This design comes from an exercise in tuning for small area and a short achievable clock period on the open sky130 flow, not from production work. In this exercise RTL edits were held to simulation tests only and were not proved equivalent to the original.

## muldiv_ctrl
module muldiv_ctrl
#(
  parameter int MULT_CYCLES = 5,
  parameter int DIV_CYCLES  = 10
) (
  input  logic        clk,
  input  logic        reset_n,
  input  logic        start,
  input  logic [2:0]  op,
  input  logic [31:0] a,
  input  logic [31:0] b,
  input  logic        IntReq,
  output logic        busy,
  output logic        md_stall,
  output logic [31:0] hi,
  output logic [31:0] lo
);
For scale: ~2,100 cells after synthesis, ~170 flip-flops, roughly 140 I/O pins, ~0.017 mm2 of cells after synthesis.
export LEC_CHECK = 0
export ABC_AREA = 1
export CAP_MARGIN = 40
export CORE_MARGIN = 2
export CORE_UTILIZATION = 60
export PLACE_DENSITY = 0.72
export SLEW_MARGIN = 20
create_clock -name core_clock -period 120.0 [get_ports {clk}]
standard.sh (not shown) runs the stock make flow with config.mk's settings and CLKGATE_MAP_FILE= SYNTH_SCRIPT=/design/flow/synth_recipe.tcl, a recipe that flattens the netlist after the stock synthesis.
==> flow/flow/run.sh <==
#!/bin/bash
set -euo pipefail
cp standard.sh standard.sh.txt
export BUFFER_PORTS_ARGS="-buffer_cell sky130_fd_sc_hd__buf_1"
export SETUP_SLACK_MARGIN=72
export SETUP_MOVE_SEQUENCE="unbuffer,sizeup,swap,clone"
bash standard.sh > standard.log 2>&1
Change:
- CORE_UTILIZATION: 60 -> 40
- CTS_BUF_LIST: default -> sky130_fd_sc_hd__clkbuf_8
- PLACE_DENSITY: 0.72 -> default
Effect: Final cell count rises by 6.3%. Routed wire length rises by 4.3%. Count of clock-buffer cells in the layout stays the same. Setup slack improves by 0.014 ns.
Change:
- CTS_BUF_LIST: sky130_fd_sc_hd__clkbuf_8 -> default
Effect:
- worst hold slack loses 0.0079 ns
- synthesized cell count stays the same
- routed wire length stays flat
- final area rises by 1.0%
- die area stays the same
- clock-buffer cell count goes up by 1
- cell count stays the same

---

run A:
muldiv_ctrl, a different RTL version from the one above (not shown whole).
For scale: ~2200 cells after synthesis, about 170 flip-flops, about 17000 um2 of cells after synthesis.
clock: 120.0 ns
lec_check: 0
abc_area: 1
cap_margin: 40
core_margin: 2
core_utilization: 40
cts_buf_list: sky130_fd_sc_hd__clkbuf_8
cts_cluster_diameter: 60
cts_cluster_size: 8
slew_margin: 20
Scripts as last shown in full above: flow/flow/run.sh
Run A reached the final stage; the timing, design-rule and antenna checks on its layout passed.
Edits applied to the flow inputs when going from run A to run B:
Settings: clearing CTS_CLUSTER_SIZE, which used to be 8; clearing CTS_CLUSTER_DIAMETER, which used to be 60; swapping sky130_fd_sc_hd__clkbuf_8 for sky130_fd_sc_hd__clkbuf_8 sky130_fd_sc_hd__clkbuf_16 in CTS_BUF_LIST.
[summary]
Net count after synthesis of run A is on par with run B.
Run B finished end to end and its layout was clean on timing, DRC and antenna.
Compared with run A, violation count after the first detailed-route iteration in run B increased slightly.
Of run B and run A, it is run B that has the higher final area.
Edits applied to the flow inputs when going from run B to run C:
Settings: clearing CTS_BUF_LIST, which used to be sky130_fd_sc_hd__clkbuf_8 sky130_fd_sc_hd__clkbuf_16.
Results
- Going from run B to run C, number of max-slew violations in the final report level, final period utilization level, multi-input gate count level.
Modified inputs, run D compared to run C
Settings: setting CTS_CLUSTER_SIZE to 40 for the first time; setting CTS_CLUSTER_DIAMETER to 150 for the first time.
Findings:
- Diff run C -> run D: layout sequential cell count held; routed wire length held; detailed-placement wirelength estimate held; total routing usage reported by global routing held; multi-input gate share of total cell area held.

---

muldiv_ctrl, a different RTL version from the one above (not shown whole).
Size in the first run: roughly 2200 cells after synthesis, roughly 170 flip-flops, ~18000 µm² of cells after synthesis.
Design muldiv_ctrl, start of the top module:
module muldiv_ctrl
#(
  parameter int MULT_CYCLES = 5,
  parameter int DIV_CYCLES  = 10
) (
  input  logic        clk,
  input  logic        reset_n,
  input  logic        start,
  input  logic [2:0]  op,
  input  logic [31:0] a,
  input  logic [31:0] b,
  input  logic        IntReq,
  output logic        busy,
  output logic        md_stall,
  output logic [31:0] hi,
  output logic [31:0] lo
);
clock: 120.0 ns
lec_check: 0
abc_area: 1
cap_margin: 40
core_margin: 2
core_utilization: 40
slew_margin: 20
==> flow/flow/run.sh <==
#!/bin/bash
set -euo pipefail
cp standard.sh standard.sh.txt
export BUFFER_PORTS_ARGS="-buffer_cell sky130_fd_sc_hd__buf_1"
bash standard.sh > standard.log 2>&1
The starting point ran to the end with no violations.
Then changed:
==> flow/flow/run.sh (replaced) <==
#!/bin/bash
set -euo pipefail
cp standard.sh standard.sh.txt
export BUFFER_PORTS_ARGS="-buffer_cell sky130_fd_sc_hd__buf_1"
export SETUP_SLACK_MARGIN=72
bash standard.sh > standard.log 2>&1
Result:
- maximum frequency grows by 1.4%
- synthesized cell count stays the same

---

## orange
muldiv_ctrl with an RTL version that a note above also has.
Size: roughly 2200 cells after synthesis, roughly 170 flip-flops, roughly 17000 µm² of cells after synthesis.
==> flow/config.mk <==
export PLATFORM = sky130hd
export DESIGN_NAME = muldiv_ctrl
export DESIGN_NICKNAME = muldiv_ctrl
export VERILOG_FILES = /design/flow/design.v
export SDC_FILE = /design/flow/constraint.sdc
export NUM_CORES = 4
export LEC_CHECK = 0
export ABC_AREA = 1
export CAP_MARGIN = 10
export CORE_MARGIN = 2
export CORE_UTILIZATION = 40
export SLEW_MARGIN = 10
==> flow/constraint.sdc <==
create_clock -name core_clock -period 120.0 [get_ports {clk}]
set_input_delay 24.0000 -clock core_clock [delete_from_list [all_inputs] [get_ports {clk}]]
set_output_delay 24.0000 -clock core_clock [all_outputs]
set_load 0.01 [all_outputs]
==> flow/flow/run.sh <==
#!/bin/bash
set -euo pipefail
cp standard.sh standard.sh.txt
export BUFFER_PORTS_ARGS="-buffer_cell sky130_fd_sc_hd__buf_1"
export SETUP_SLACK_MARGIN=72
export SETUP_MOVE_SEQUENCE="unbuffer,sizeup,swap,clone"
bash standard.sh > standard.log 2>&1
No stage failed in orange, and the final checks on the layout all came back clean.
[inputs] red vs orange
- SLEW_MARGIN now 20, was 10
- CAP_MARGIN now 20, was 10
Findings:
- [compare] base=orange new=red: layout overhead on the synthesized area neither gained nor lost much; routability-driven placement congestion ratio neither gained nor lost much; die extent in x neither gained nor lost much; wire length of the first global-routing pass neither gained nor lost much.
- orange -> red: routed wire length delta 0, exact match
- As far as number of distinct library cells after synthesis goes, red and orange are indistinguishable; the numbers are identical.
- As far as sequential share of cell area goes, red and orange are indistinguishable; the numbers are identical.
- red | stages: all done | timing, DRC, antenna: all pass
- Reported for orange and red, normalized max-slew margin turned out identical to the last digit.

static timing again, ports no longer ideal:
Ports are ideal in the flow. The routed layouts listed here were re-timed in OpenROAD. Step 1 sets driving cells, clkbuf_16 on the clock port and buf_2 on the other inputs (assumed; they add their load-dependent delay and slew). Step 2, shift: input delay + t, output delay - t, t = (earliest + latest rising clock arrival at the registers) / 2. This alone moves slack from input paths to output paths. a / b / c = ideal / step 1 / step 2; a / b = the first two.
| run | t, ns | setup WS [ns] | clock arrival spread, ns | pins driven straight from the clock port |
|---|---|---|---|---|
| the first run of note 1 | 0.506 | 71.307 / 71.248 / 71.248 | 0.017 / 0.017 | 1 |
| the second run of note 1 | 0.585 | 71.321 / 71.270 / 71.270 | 0.030 / 0.029 | 1 |
| the third run of note 1 | 0.526 | 71.323 / 71.272 / 71.272 | 0.033 / 0.032 | 1 |
| run A | 0.581 | 71.358 / 71.304 / 71.304 | 0.031 / 0.031 | 1 |
| run B | 0.524 | 71.358 / 71.305 / 71.305 | 0.020 / 0.020 | 1 |
| run C | 0.524 | 71.358 / 71.304 / 71.304 | 0.020 / 0.020 | 1 |
| run D | 0.524 | 71.358 / 71.304 / 71.304 | 0.020 / 0.020 | 1 |
| the first run of note 3 | 0.519 | 70.511 / 70.490 / 70.490 | 0.017 / 0.016 | 1 |
| the second run of note 3 | 0.531 | 71.184 / 71.108 / 71.108 | 0.014 / 0.014 | 1 |
| orange | 0.530 | 71.357 / 71.301 / 71.301 | 0.017 / 0.017 | 1 |
| red | 0.530 | 71.357 / 71.301 / 71.301 | 0.017 / 0.017 | 1 |
After both steps setup and hold are still met in every run listed. For the second run of note 3, which loses most, drivers alone change the setup slack by -0.076 ns; drivers and shift together by -0.076 ns.
